From an optimization exercise on the open Yosys and OpenROAD flow, aimed at small area, a short achievable clock period and few clock cycles per item; shortcuts taken in it are not production practice.
In this exercise RTL edits were held to simulation tests only and were not proved equivalent to the original.
No activity file was given, so power comes from the tool's default toggle rates.

==> flow/design.v <==
`default_nettype none
package cm_pkg;
    localparam int SYS_AW = 32;               
    localparam int REG_DW = 32;               
    localparam int DWIDTH = 8;                
    localparam int RES_W  = 2*DWIDTH + 2;     
    typedef logic [SYS_AW-1:0] addr_t;        
    typedef logic [REG_DW-1:0] reg_t;         
    typedef logic [DWIDTH-1:0] byte_t;        
    typedef logic [RES_W-1:0]  res_t;         
    typedef logic [REG_DW-1:0] opcnt_t;       
    typedef logic [2:0]        bcnt_t;        
    localparam int OP_BYTES   = 4;            
    localparam int RES_BYTES  = 6;            
    localparam int OP_STRIDE  = 2;            
    localparam int RES_STRIDE = 6;            
    localparam addr_t OFF_OP1   = SYS_AW'(0);
    localparam addr_t OFF_OP2   = SYS_AW'(1);
    localparam addr_t OFF_RES   = SYS_AW'(2);
    localparam addr_t OFF_NOP   = SYS_AW'(3);
    localparam addr_t OFF_START = SYS_AW'(4);
    localparam addr_t OFF_STS   = SYS_AW'(5);
    typedef enum logic [1:0] {
        IDLE,                                 
        RD_OPS,                               
        WORK,                                 
        WR_RES                                
    } ctrl_state_t;
endpackage
`default_nettype wire
`timescale 1ns/100ps
`default_nettype none
import cm_pkg::*;
module cm_regfile #(
    parameter cm_pkg::addr_t RF_BADDR = '0        
) (
    input  wire                   clk,
    input  wire                   rst_n,
    input  wire  cm_pkg::addr_t   rf_addr,        
    input  wire                   rf_wr,          
    input  wire  cm_pkg::reg_t    rf_cfg,         
    output cm_pkg::reg_t          rf_sts,         
    output logic                  start,          
    output cm_pkg::opcnt_t        no_op,          
    output cm_pkg::addr_t         op1_addr,       
    output cm_pkg::addr_t         op2_addr,       
    output cm_pkg::addr_t         res_addr,       
    input  wire                   rd_done,        
    input  wire                   wr_done,        
    input  wire                   finish          
);
    logic sel_op1, sel_op2, sel_res, sel_nop, sel_start, sel_sts;
    logic done_q;                                 
    assign sel_op1   = rf_wr & (rf_addr == RF_BADDR + OFF_OP1);
    assign sel_op2   = rf_wr & (rf_addr == RF_BADDR + OFF_OP2);
    assign sel_res   = rf_wr & (rf_addr == RF_BADDR + OFF_RES);
    assign sel_nop   = rf_wr & (rf_addr == RF_BADDR + OFF_NOP);
    assign sel_start = rf_wr & (rf_addr == RF_BADDR + OFF_START);
    assign sel_sts   = rf_wr & (rf_addr == RF_BADDR + OFF_STS);
    always_ff @(posedge clk or negedge rst_n) begin
        if (!rst_n) begin
            op1_addr <= '0;
            op2_addr <= '0;
            res_addr <= '0;
            no_op    <= '0;
        end else begin
            if (sel_op1)
                op1_addr <= rf_cfg;
            else if (rd_done)
                op1_addr <= op1_addr + SYS_AW'(OP_STRIDE);     
            if (sel_op2)
                op2_addr <= rf_cfg;
            else if (rd_done)
                op2_addr <= op2_addr + SYS_AW'(OP_STRIDE);     
            if (sel_res)
                res_addr <= rf_cfg;
            else if (wr_done)
                res_addr <= res_addr + SYS_AW'(RES_STRIDE);    
            if (sel_nop)
                no_op <= rf_cfg;
        end
    end
    always_ff @(posedge clk or negedge rst_n) begin
        if (!rst_n) begin
            start  <= 1'b0;
            done_q <= 1'b0;
        end else begin
            if (finish)
                start <= 1'b0;                    
            else if (sel_start)
                start <= rf_cfg[0];
            if (sel_sts)
                done_q <= 1'b0;                   
            else if (finish)
                done_q <= 1'b1;
        end
    end
    assign rf_sts = {{(REG_DW-1){1'b0}}, done_q};
endmodule
`default_nettype wire
`timescale 1ns/100ps
`default_nettype none
import cm_pkg::*;
module cm_ctrl_fsm (
    input  wire                  clk,
    input  wire                  rst_n,
    input  wire                  start,          
    input  wire                  rd_done,        
    input  wire                  res_val,        
    input  wire                  next_op,        
    input  wire                  finish,         
    output cm_pkg::ctrl_state_t  state
);
    cm_pkg::ctrl_state_t state_nxt;
    always_comb begin
        state_nxt = state;
        case (state)
            IDLE:
                if (start)
                    state_nxt = RD_OPS;
            RD_OPS:
                if (rd_done)
                    state_nxt = WORK;
            WORK:
                if (res_val)
                    state_nxt = WR_RES;
            default: begin                        
                if (finish)
                    state_nxt = IDLE;
                else if (next_op)
                    state_nxt = RD_OPS;
            end
        endcase
    end
    always_ff @(posedge clk or negedge rst_n) begin
        if (!rst_n)
            state <= IDLE;
        else
            state <= state_nxt;
    end
endmodule
`default_nettype wire
`timescale 1ns/100ps
`default_nettype none
import cm_pkg::*;
module cm_seq_counters (
    input  wire                         clk,
    input  wire                         rst_n,
    input  wire  cm_pkg::ctrl_state_t   state,
    input  wire                         mem_ce,      
    input  wire  cm_pkg::opcnt_t        no_op,       
    output cm_pkg::bcnt_t               byte_cnt,
    output logic                        rd_done,
    output logic                        wr_done,
    output logic                        next_op,
    output logic                        finish
);
    cm_pkg::opcnt_t op_cnt;                                  
    logic   last_op;
    assign rd_done = (state == RD_OPS) && (byte_cnt == 3'(OP_BYTES - 1));
    assign wr_done = (state == WR_RES) && (byte_cnt == 3'(RES_BYTES - 1));
    assign last_op = (op_cnt == no_op - REG_DW'(1));    
    assign next_op = wr_done & ~last_op;
    assign finish  = wr_done & last_op;
    always_ff @(posedge clk or negedge rst_n) begin
        if (!rst_n)
            byte_cnt <= '0;
        else if (rd_done || wr_done)
            byte_cnt <= '0;                          
        else if (mem_ce)
            byte_cnt <= byte_cnt + 3'(1);
    end
    always_ff @(posedge clk or negedge rst_n) begin
        if (!rst_n)
            op_cnt <= '0;
        else if (finish)
            op_cnt <= '0;                            
        else if (next_op)
            op_cnt <= op_cnt + REG_DW'(1);
    end
endmodule
`default_nettype wire
`timescale 1ns/100ps
`default_nettype none
import cm_pkg::*;
module cm_mem_port (
    input  wire                         clk,
    input  wire                         rst_n,
    input  wire  cm_pkg::ctrl_state_t   state,
    input  wire                         start,
    input  wire  cm_pkg::bcnt_t         byte_cnt,
    input  wire                         rd_done,
    input  wire                         wr_done,
    input  wire                         next_op,
    input  wire                         res_val,
    input  wire  cm_pkg::addr_t         op1_addr,
    input  wire  cm_pkg::addr_t         op2_addr,
    input  wire  cm_pkg::addr_t         res_addr,
    input  wire  cm_pkg::res_t          xr,
    input  wire  cm_pkg::res_t          yr,
    input  wire                         op_rdy,
    output logic                        op_val,
    output cm_pkg::byte_t [3:0]         op_data,     
    output logic                        res_rdy,
    output logic                        mem_ce,
    output logic                        mem_we,
    output cm_pkg::addr_t               mem_addr,
    output cm_pkg::byte_t               mem_wr_data,
    input  wire  cm_pkg::byte_t         mem_rd_data
);
    localparam int EXT_W = (RES_BYTES / 2) * DWIDTH;     
    logic                         set_ce, set_we, set_rdy;
    logic                         rd_pend;               
    cm_pkg::byte_t                        x1_q, y1_q, x2_q;
    logic [EXT_W-1:0]             xr_ext, yr_ext;
    logic [RES_BYTES*DWIDTH-1:0]  res_bytes;
    assign set_ce  = ((state == IDLE)   & start)    |   
                     ((state == WORK)   & res_val)  |   
                     ((state == WR_RES) & next_op);     
    assign set_we  = (state == WORK) & res_val;
    assign set_rdy = (state == WR_RES) && (byte_cnt == 3'(RES_BYTES - 2));
    always_ff @(posedge clk or negedge rst_n) begin
        if (!rst_n) begin
            mem_ce  <= 1'b0;
            mem_we  <= 1'b0;
            rd_pend <= 1'b0;
            op_val  <= 1'b0;
            res_rdy <= 1'b0;
        end else begin
            if (set_ce)
                mem_ce <= 1'b1;
            else if (rd_done || wr_done)
                mem_ce <= 1'b0;
            if (set_we)
                mem_we <= 1'b1;
            else if (wr_done)
                mem_we <= 1'b0;
            rd_pend <= mem_ce & ~mem_we;
            if (rd_done)
                op_val <= 1'b1;                          
            else if (op_rdy)
                op_val <= 1'b0;
            if (set_rdy)
                res_rdy <= 1'b1;                         
            else if (wr_done)
                res_rdy <= 1'b0;
        end
    end
    always_comb begin
        if (state == RD_OPS) begin
            if (byte_cnt < 3'(OP_BYTES / 2))
                mem_addr = op1_addr + {{(SYS_AW-3){1'b0}}, byte_cnt};
            else
                mem_addr = op2_addr + {{(SYS_AW-3){1'b0}}, byte_cnt} - SYS_AW'(OP_BYTES / 2);
        end else begin
            mem_addr = res_addr + {{(SYS_AW-3){1'b0}}, byte_cnt};
        end
    end
    always_ff @(posedge clk) begin
        if (rd_pend) begin
            case (byte_cnt)
                3'd1:    x1_q <= mem_rd_data;
                3'd2:    y1_q <= mem_rd_data;
                3'd3:    x2_q <= mem_rd_data;
                default: ;
            endcase
        end
    end
    assign op_data = {x1_q, y1_q, x2_q, mem_rd_data};      
    assign yr_ext      = {{(EXT_W-RES_W){yr[RES_W-1]}}, yr};
    assign xr_ext      = {{(EXT_W-RES_W){xr[RES_W-1]}}, xr};
    assign res_bytes   = {xr_ext, yr_ext};                 
    assign mem_wr_data = res_bytes[byte_cnt*DWIDTH +: DWIDTH];
endmodule
`default_nettype wire
`timescale 1ns/100ps
`default_nettype none
import cm_pkg::*;
module cm_mult_core (
    input  wire                         clk,
    input  wire                         rst_n,
    input  wire                         op_val,
    output logic                        op_rdy,
    input  wire  cm_pkg::byte_t [3:0]   op_data,     
    output logic                        res_val,
    input  wire                         res_rdy,
    output cm_pkg::res_t                xr,          
    output cm_pkg::res_t                yr           
);
    logic                        adv;                
    logic                        s1_val;             
    logic signed [2*DWIDTH-1:0]  p_x1x2, p_y1y2, p_x1y2, p_y1x2;
    logic signed [RES_W-1:0]     xr_q, yr_q;
    assign adv    = ~(res_val & ~res_rdy);           
    assign op_rdy = adv;
    always_ff @(posedge clk or negedge rst_n) begin
        if (!rst_n) begin
            s1_val  <= 1'b0;
            res_val <= 1'b0;
        end else if (adv) begin
            s1_val  <= op_val;
            res_val <= s1_val;
        end
    end
    always_ff @(posedge clk) begin
        if (adv) begin
            p_x1x2 <= $signed(op_data[3]) * $signed(op_data[1]);
            p_y1y2 <= $signed(op_data[2]) * $signed(op_data[0]);
            p_x1y2 <= $signed(op_data[3]) * $signed(op_data[0]);
            p_y1x2 <= $signed(op_data[2]) * $signed(op_data[1]);
            xr_q   <= p_x1x2 - p_y1y2;
            yr_q   <= p_x1y2 + p_y1x2;
        end
    end
    assign xr = xr_q;
    assign yr = yr_q;
endmodule
`default_nettype wire
`timescale 1ns/100ps
`default_nettype none
import cm_pkg::*;
module cm_top #(
    parameter cm_pkg::addr_t RF_BADDR = '0       
) (
    input  wire                   clk,
    input  wire                   rst_n,
    input  wire  cm_pkg::addr_t   rf_addr,
    input  wire                   rf_wr,
    input  wire  cm_pkg::reg_t    rf_cfg,
    output cm_pkg::reg_t          rf_sts,
    output logic                  mem_ce,
    output logic                  mem_we,
    output cm_pkg::addr_t         mem_addr,
    output cm_pkg::byte_t         mem_wr_data,
    input  wire  cm_pkg::byte_t   mem_rd_data
);
    logic         start;
    cm_pkg::opcnt_t       no_op;
    cm_pkg::addr_t        op1_addr, op2_addr, res_addr;
    cm_pkg::bcnt_t        byte_cnt;
    logic         rd_done, wr_done, next_op, finish;
    cm_pkg::ctrl_state_t  state;
    logic         op_val, op_rdy, res_val, res_rdy;
    cm_pkg::byte_t [3:0]  op_data;
    cm_pkg::res_t         xr, yr;
    cm_regfile #(
        .RF_BADDR (RF_BADDR)
    ) i_regfile (
        .clk      (clk),
        .rst_n    (rst_n),
        .rf_addr  (rf_addr),
        .rf_wr    (rf_wr),
        .rf_cfg   (rf_cfg),
        .rf_sts   (rf_sts),
        .start    (start),
        .no_op    (no_op),
        .op1_addr (op1_addr),
        .op2_addr (op2_addr),
        .res_addr (res_addr),
        .rd_done  (rd_done),
        .wr_done  (wr_done),
        .finish   (finish)
    );
    cm_ctrl_fsm i_ctrl_fsm (
        .clk     (clk),
        .rst_n   (rst_n),
        .start   (start),
        .rd_done (rd_done),
        .res_val (res_val),
        .next_op (next_op),
        .finish  (finish),
        .state   (state)
    );
    cm_seq_counters i_seq_counters (
        .clk      (clk),
        .rst_n    (rst_n),
        .state    (state),
        .mem_ce   (mem_ce),
        .no_op    (no_op),
        .byte_cnt (byte_cnt),
        .rd_done  (rd_done),
        .wr_done  (wr_done),
        .next_op  (next_op),
        .finish   (finish)
    );
    cm_mem_port i_mem_port (
        .clk         (clk),
        .rst_n       (rst_n),
        .state       (state),
        .start       (start),
        .byte_cnt    (byte_cnt),
        .rd_done     (rd_done),
        .wr_done     (wr_done),
        .next_op     (next_op),
        .res_val     (res_val),
        .op1_addr    (op1_addr),
        .op2_addr    (op2_addr),
        .res_addr    (res_addr),
        .xr          (xr),
        .yr          (yr),
        .op_rdy      (op_rdy),
        .op_val      (op_val),
        .op_data     (op_data),
        .res_rdy     (res_rdy),
        .mem_ce      (mem_ce),
        .mem_we      (mem_we),
        .mem_addr    (mem_addr),
        .mem_wr_data (mem_wr_data),
        .mem_rd_data (mem_rd_data)
    );
    cm_mult_core i_mult_core (
        .clk     (clk),
        .rst_n   (rst_n),
        .op_val  (op_val),
        .op_rdy  (op_rdy),
        .op_data (op_data),
        .res_val (res_val),
        .res_rdy (res_rdy),
        .xr      (xr),
        .yr      (yr)
    );
endmodule
`default_nettype wire
==> flow/run.sh <==
#!/bin/bash
# synth_recipe.tcl (not shown) runs the flow's synth.tcl, then flattens the netlist and writes it again
# the make line also repeats each setting of config.mk as NAME=value (left out here)
make -C /OpenROAD-flow-scripts/flow DESIGN_CONFIG=/design/flow/config.mk WORK_HOME=/design/flow/orfs CLKGATE_MAP_FILE= SYNTH_SCRIPT=/design/flow/synth_recipe.tcl finish
==> flow/config.mk <==
export PLATFORM = sky130hd
export DESIGN_NAME = cm_top
export DESIGN_NICKNAME = cm_top
export VERILOG_FILES = /design/flow/design.v
export SDC_FILE = /design/flow/constraint.sdc
export NUM_CORES = 4
export LEC_CHECK = 0
export CAP_MARGIN = 20
export CORE_MARGIN = 2
export CORE_UTILIZATION = 40
export PLACE_DENSITY = 0.6
export SLEW_MARGIN = 20
==> flow/constraint.sdc <==
create_clock -name core_clock -period 5.0 [get_ports {clk}]
set_input_delay 1.0000 -clock core_clock [delete_from_list [all_inputs] [get_ports {clk}]]
set_output_delay 1.0000 -clock core_clock [all_outputs]
set_load 0.01 [all_outputs]
==> impl_metrics.ini <==
[yosys]
ys_seq_area_frac = 0.275
ys_ff_latch = 296
ys_types = 79
syn_area_per_cell_um2 = 9.10
synth_edf_count = 122
synth_flop_cell = dfrtp_1
synth_area_mm2 = 0.0291
synth_warnings = 5
async_reset_ff_frac = 0.588
synth_cells = 3200

[timing]
fin_tns_setup_ns = 0
fmax_mhz = 207
hold_viol_final = 0
setup_violations = 0
layout_min_cycle_time_ns = 4.82
slew_headroom = 0.380
worst_pin_slew_ns = 0.931
slew_viol_final = 0
final.period_utilization = 0.964
fin_skew_ns = 0.0369

[critical_path]
arrival_ns = 5.20
required_ns = 5.38
r2r_start = i_mem_port.x2_q[4]$_DFFE_PP_
rr_worst_depth = 17
crit_top_cell = fa_1
crit_type = in -> reg
end_kind = flop
r2r-end = i_mult_core.p_x1x2[15]$_DFFE_PN_
crit_path_max_fanout = 7
crit_chain = dlygate4sd2_1, buf_4, and2_1, fa_1, fa_1, fa_1, inv_1, fa_1, inv_1, ha_1, a21boi_2, o21ai_2, a21boi_2, o21ai_2, or4b_4, o211ai_1
ff2ff_setup_slack_ns = 0.24
critPathLaunchType = input port
critical-path-top-delay-family = adder cells
path_buf_inv = 4
crit_slowest_cell = fa_1
cpPeakStageDelay_ns = 0.54

[finish]
fill_cells = 6942
drive_above_1_share = 0.113
n_antenna_cell = 0
syn_to_final_growth_pct = 16.7
finalCoreUtilization = 0.474
multiInputGateArea_mm2 = 0.0192
fin_nets = 3970
register_area_mm2 = 0.00802
postLayoutCellArea_mm2 = 0.0340

[global_routing]
grt_start_max_net_pins = 108
grt_use_total = 0.199
grt_antenna_before_repair = 0
grt_pass1_wl_mm = 119
grt.overflow.total = 0
grt_pass1_vias = 22163

[placement]
place_area_mm2 = 0.0323
portBuffers = 117
hpwl_mm = 58.1
routabilityCongestion = 0.884

[power]
p_leak_nw = 15.6
pwr_density_cell_mw_per_mm2 = 239
ir_drop_mv = 0.221

[detailed_routing]
drc_errors = 0
routed_via_density = 5.03
firstDrtPassIters = 5
vias = 22223
ant_nets = 0
drt_wl_total_mm = 73.5
avgRoutedWirePerCell_um = 16.6
drt_iter0_markers = 1094

[worst_hold_path]
hold_path_class = reg -> reg
whs_path_depth = 1
min_to = i_mult_core.res_val$_DFFE_PN0N_
hp-start = i_mult_core.s1_val$_DFFE_PN0N_

[clocking]
cts_tree = yes
clk_latency_ns = 0.57
cts_sinks = 296
cts_root_buffer = clkbuf_16
ctsHoldBuffers = 0
clk_pin_slew_worst_paths_ns = 0.06
htree_levels = 2
numCtsBuffers = 38
cts.path.max_buffers = 3

[floorplanning]
die_y_um = 274
ioPinCount = 149
core-area_mm2 = 0.0717
dieWidth_um = 274
die_area_mm2 = 0.0750
initial_core_util = 0.406
rows = 98

[status]
outcome = complete, no violations

[flow_run]
drv_cap = 0
-- state kept, by name (all words and copies together) (netlist names), 3 cells and up --
name                     flops
i_mem_port.x1_q              8
i_mult_core.p_x1y2          16
i_mem_port.x2_q              8
i_regfile.op2_addr          32
i_mult_core.xr_q            17
i_mult_core.p_x1x2          16
i_regfile.res_addr          32
i_mult_core.p_y1x2          16
i_seq_counters.op_cnt       32
i_regfile.op1_addr          32
i_mem_port.y1_q              8
i_seq_counters.byte_cnt      3
i_mult_core.yr_q            17
i_mult_core.p_y1y2          16
i_regfile.no_op             32
-- through the flow --
step | setup slack [ns] | hold WS, ns | power, mW | cells
after floorplan | 0.0287 | 0.430 | 4.52 | 3230
after global placement | -0.663 | 0.445 | 5.36 | 4331
after detailed placement | -0.734 | 0.454 | 5.38 | 4331
after CTS | 0.000259 | 0.472 | 8.17 | 4407
after global routing | -0.0260 | 0.488 | 8.65 | 4421
final | 0.178 | 0.467 | 8.13 | 4421
-- cell usage after synthesis, drive strengths merged (8+ instances only) --
cell type  count  area (µm²)
a211oi        19         143
a21boi        16         120
a21o          25         188
a21oi        109         546
a31oi         11        68.8
and2         159         995
and3          35         219
and4           8        70.1
buf           49         332
clkbuf        81         304
dfrtp        174        4350
edfxtp       122        3660
fa           225        4500
ha           228        2850
inv          433        1630
mux2          40         454
mux2i         12         120
mux4           8         180
nand2        315        1190
nand2b        27         169
nand3         67         335
nand4         38         238
nor2         253        1000
nor2b         28         175
nor3          65         325
nor4          24         171
o211ai        21         158
o21a          12        90.1
o21ai        154         771
o22ai         11        68.8
or2           10        62.6
or3           19         119
or4            8        67.6
xnor2        206        1800
xor2         111         972
-- metal layers --
| metal | vias to the layer above | wire length, µm | track usage |
|---|---|---|---|
| met5 | - | 0 | 0 |
| met4 | 0 | 2180 | 0.0598 |
| li1 | 10956 | - | - |
| met1 | 10788 | 32000 | 0.253 |
| met3 | 98 | 2550 | 0.0213 |
| met2 | 381 | 36800 | 0.355 |
-- timing repair --
item	CTS	global route
resized for setup	47	60
endpoints found under the setup margin	22	31
setup buffers	6	13
pin swaps	11	33
gates cloned	1	1
-- area by class of cell --
class,instances,area share
clock inverters,17,0.00493
clock buffers,52,0.0313
well taps,950,0.0350
inverters,434,0.0480
multi-input cells,2370,0.565
flip-flops and latches,296,0.236
repair buffers,302,0.0801
-- worst max-delay path by stage --
stage | slack [ns] | cells after the start | start | to
after floorplan | 0.03 | 17 | mem_rd_data[6] | i_mult_core.p_y1y2[14]$_DFFE_PN_
after global placement | -0.66 | 19 | mem_rd_data[3] | i_mult_core.p_y1y2[14]$_DFFE_PN_
after detailed placement | -0.73 | 19 | mem_rd_data[3] | i_mult_core.p_y1y2[14]$_DFFE_PN_
after CTS | 0.0003 | 19 | mem_rd_data[1] | i_mult_core.p_x1y2[14]$_DFFE_PN_
after global routing | -0.03 | 16 | mem_rd_data[5] | i_mult_core.p_x1y2[14]$_DFFE_PN_
final | 0.18 | 16 | mem_rd_data[5] | i_mult_core.p_x1y2[14]$_DFFE_PN_
-- cells by family (layout without fill, tap and decap cells) --
family	count (synthesis)	in the layout	share of synthesized area
multiplexers	60	60	0.0259
buffers and inverters	564	805	0.0778
XOR/XNOR	317	317	0.0953
AO/OA/AOI/OAI	432	432	0.0903
flip-flops	296	296	0.275
other	1	31	0.000129
adder cells (fa/ha/maj)	453	453	0.253
AND/OR/NAND/NOR	1077	1077	0.183
-- cell usage in the layout, fill, tap and decap left out, types with 31 or more instances in the layout --
| cell | instances |
|---|---|
| ha_1 | 220 |
| nand3_1 | 66 |
| fa_1 | 221 |
| inv_1 | 428 |
| and3_1 | 35 |
| nand2_1 | 310 |
| o21ai_0 | 137 |
| and2_1 | 159 |
| xnor2_1 | 205 |
| nor2_1 | 232 |
| xor2_1 | 111 |
| edfxtp_1 | 122 |
| conb_1 | 31 |
| mux2_2 | 39 |
| dfrtp_1 | 173 |
| clkbuf_16 | 40 |
| nand4_1 | 38 |
| buf_4 | 166 |
| clkdlybuf4s50_1 | 97 |
| nor3_1 | 63 |
| a21oi_1 | 106 |
-- where the power goes --
group | switching, mW | total [mW] | internal (mW) | leakage (nW)
sequential | 0.124 | 2.99 | 2.87 | 3.21
combinational | 1.25 | 2.40 | 1.15 | 11.8
clock | 1.13 | 2.74 | 1.61 | 0.591
Testbench counts, summed over its fixed seeds: cycles 19,208, ops 1,445.

-- separate check: timing with driven ports --
The flow's constraints put no driver on any port. The routed layout listed below was extracted and timed again, unchanged, in two steps.
Step 1 sets driving cells, clkbuf_16 on the clock port and buf_2 on the other inputs (assumed; they add their load-dependent delay and slew).
Step 2 also shifts input and output timing later by t, the mid clock arrival at the registers, as if the neighbouring blocks saw the same clock.
a / b / c = ideal ports / drivers / drivers and shift; a / b = the first two.
shift t [ns]: 0.625
setup WS [ns]: 0.178 / 0.125 / -0.395
latest minus earliest clock arrival (ns): 0.041 / 0.041
Met with ideal ports but missed after step 2: setup timing in this run. The setup slack of this run moves by -0.053 ns with the drivers and by -0.573 ns with both steps.
